Background: an optimization exercise with open tools, aiming at small area, a short achievable clock period and few clock cycles per item. Do not read the settings as production practice. Where RTL was checked, it was by simulation tests only, not by an equivalence proof against the original. No activity file was given, so power comes from the tool's default toggle rates.

== T ==
// axi_lite_slave_mem
module axi_lite_slave_mem #(
    parameter int ADDR_WIDTH = 32,
    parameter int DATA_WIDTH = 32,
    parameter int DEPTH      = 32
) (
    input  logic                  s_axi_aclk,
    input  logic                  s_axi_areset,
    input  logic [ADDR_WIDTH-1:0] s_axi_awaddr,
    input  logic [2:0]            s_axi_awprot,
    input  logic                  s_axi_awvalid,
    output logic                  s_axi_awready,
    input  logic [DATA_WIDTH-1:0] s_axi_wdata,
    input  logic [3:0]            s_axi_wstrb,
    input  logic                  s_axi_wvalid,
    output logic                  s_axi_wready,
    output logic [1:0]            s_axi_bresp,
    output logic                  s_axi_bvalid,
    input  logic                  s_axi_bready,
    input  logic [ADDR_WIDTH-1:0] s_axi_araddr,
    input  logic [2:0]            s_axi_arprot,
    input  logic                  s_axi_arvalid,
    output logic                  s_axi_arready,
    output logic [DATA_WIDTH-1:0] s_axi_rdata,
    output logic [1:0]            s_axi_rresp,
    output logic                  s_axi_rvalid,
    input  logic                  s_axi_rready
);
Size in the first run: about 2,500 cells after synthesis, ~150 I/O pins.
==> flow/config.mk <==
export PLATFORM = sky130hd
export DESIGN_NAME = axi_lite_slave_mem
export DESIGN_NICKNAME = axi_lite_slave_mem
export VERILOG_FILES = /design/flow/design.v
export SDC_FILE = /design/flow/constraint.sdc
export NUM_CORES = 4
export LEC_CHECK = 0
export CAP_MARGIN = 20
export CORE_MARGIN = 2
export CORE_UTILIZATION = 40
export CTS_CLUSTER_DIAMETER = 120
export CTS_CLUSTER_SIZE = 24
export SETUP_SLACK_MARGIN = 2.2
export SLEW_MARGIN = 20
export SYNTH_HIERARCHICAL = 1
==> flow/constraint.sdc <==
create_clock -name core_clock -period 4.0 [get_ports {s_axi_aclk}]
set_input_delay 0.8000 -clock core_clock [delete_from_list [all_inputs] [get_ports {s_axi_aclk}]]
set_output_delay 0.8000 -clock core_clock [all_outputs]
set_load 0.01 [all_outputs]
standard.sh (not shown) runs the stock make flow with config.mk's settings and CLKGATE_MAP_FILE= SYNTH_SCRIPT=/design/flow/synth_recipe.tcl, a recipe that flattens the netlist after the stock synthesis.
==> flow/flow/run.sh <==
#!/bin/bash
# Own layout flow: the standard flow (standard.sh, unchanged synthesis, floorplan,
# power grid and tap cells), with plain buffers for the port buffers instead of the
# delay cells buffer_ports picks on its own.
set -euo pipefail
export BUFFER_PORTS_ARGS="-buffer_cell sky130_fd_sc_hd__buf_2"
bash standard.sh finish > flow_standard.log 2>&1
Testbench counts of T, summed over its fixed seeds: cycles 8,024, items 16,000.
Inputs modified between T and P:
diff --git a/flow/design.v b/flow/design.v
--- a/flow/design.v
+++ b/flow/design.v
@@ -208,22 +208,22 @@
             r_bvalid    <= r_bsk_v | w_commit | (w_bvalid & ~s_axi_bready);
             r_bvalid_n  <= ~(r_bsk_v | w_commit | (w_bvalid & ~s_axi_bready));
             r_bsk_v   <= w_bsk_v_nxt;
             r_ar0_old <= w_ar0_old_nxt;
             r_ar1_old <= w_ar1_old_nxt;
         end
     end
     logic [DEPTH-1:0] w_ar_in_sel, w_ar1_sel;
     always_comb begin
         for (int k = 0; k < DEPTH; k++) begin
-            w_ar_in_sel[k] = s_axi_araddr[IDX_W+1:2] == IDX_W'(k);
-            w_ar1_sel[k]   = r_ar1_idx == IDX_W'(k);
+            w_ar_in_sel[k] = w_ar_in_ok && s_axi_araddr[IDX_W+1:2] == IDX_W'(k);
+            w_ar1_sel[k]   = r_ar1_ok && r_ar1_idx == IDX_W'(k);
         end
     end
     logic             w_ld_ar1, w_ld_in, w_rd_ld, w_rerr_ld;
     logic [DEPTH-1:0] w_ar0_sel_nxt;
     assign w_ld_ar1      = w_ar_shift & r_ar1_v;
     assign w_ld_in       = w_ar_shift & ~r_ar1_v;
     assign w_ar0_sel_nxt = ({DEPTH{w_ld_ar1}} & w_ar1_sel) | ({DEPTH{w_ld_in}} & w_ar_in_sel)
                          | ({DEPTH{~w_ar_shift}} & r_ar0_sel);
     assign w_rd_ld       = ~w_rvalid | s_axi_rready;
     assign w_rerr_ld     = w_issue;
@@ -235,28 +235,27 @@
             end else begin
                 r_ar0_ok  <= w_ar_in_ok;
             end
         end
         if (w_ar_hs) begin
             r_ar1_ok  <= w_ar_in_ok;
             r_ar1_idx <= s_axi_araddr[IDX_W+1:2];
         end
     end
     always_ff @(posedge s_axi_aclk) begin
-        if (s_axi_areset || (w_rd_ld && !r_ar0_ok)) begin
+        if (s_axi_areset) begin
             r_rdata <= '0;
-        end else if (w_rd_ld) begin
-            r_rdata <= w_rf_rdata;
-        end
-        if (s_axi_areset) begin
             r_rerr  <= 1'b0;
         end else begin
+            if (w_rd_ld) begin
+                r_rdata <= w_rf_rdata;
+            end
             if (w_rerr_ld) begin
                 r_rerr <= ~r_ar0_ok;
             end
         end
     end
     always_ff @(posedge s_axi_aclk) begin
         if (s_axi_areset) begin
             r_ar0_v   <= 1'b0;
             r_ar1_v   <= 1'b0;
             r_arready   <= 1'b1;
==> comparison <==
Relative to T, cell area increased by 430 sq um in P. Synthesized area: P vs T, no meaningful difference. The run showing the smaller count of fill cells added during filler insertion is T. From T to P the numbers moved as follows: share of power burned in the clock network has increased; utilization after layout has increased; setup slack after layout has decreased; maximum number of pins on one net before global-route repair has increased; clock-buffer cell count has decreased. Higher sequential share of layout area goes to T over P. On P: ratio of routed vias to standard cells is about 0.47% higher than what T gave. P vs. T: routability congestion estimate from global placement went up by about 3.5%. Route | P vs T | wire longer in P.
For P, only the layout was checked, not whether the RTL still works.

[afterwards: timing with drivers on the ports]
In the flow no input, the clock included, has a driving cell. The finished layouts below were timed again as built, in two steps. Step 1 sets driving cells, clkbuf_16 on the clock port and buf_2 on the other inputs (assumed; they add their load-dependent delay and slew). Step 2, shift: input delay + t, output delay - t, t = (earliest + latest rising clock arrival at the registers) / 2. This alone moves slack from input paths to output paths. Three values: ideal ports, drivers, drivers and shift; two values: the first two.
run | t (ns) | setup slack, ns | worst setup path after step 2 | worst slew at a driven data input, ns
T | 0.712 | 2.068 / 1.996 / 1.686 | input to register | 0.08
P | 0.724 | 2.042 / 1.971 / 1.427 | input to register | 0.09
After both steps setup and hold are still met in every run listed. For P, which loses most, drivers alone change the setup slack by -0.071 ns; drivers and shift together by -0.615 ns.
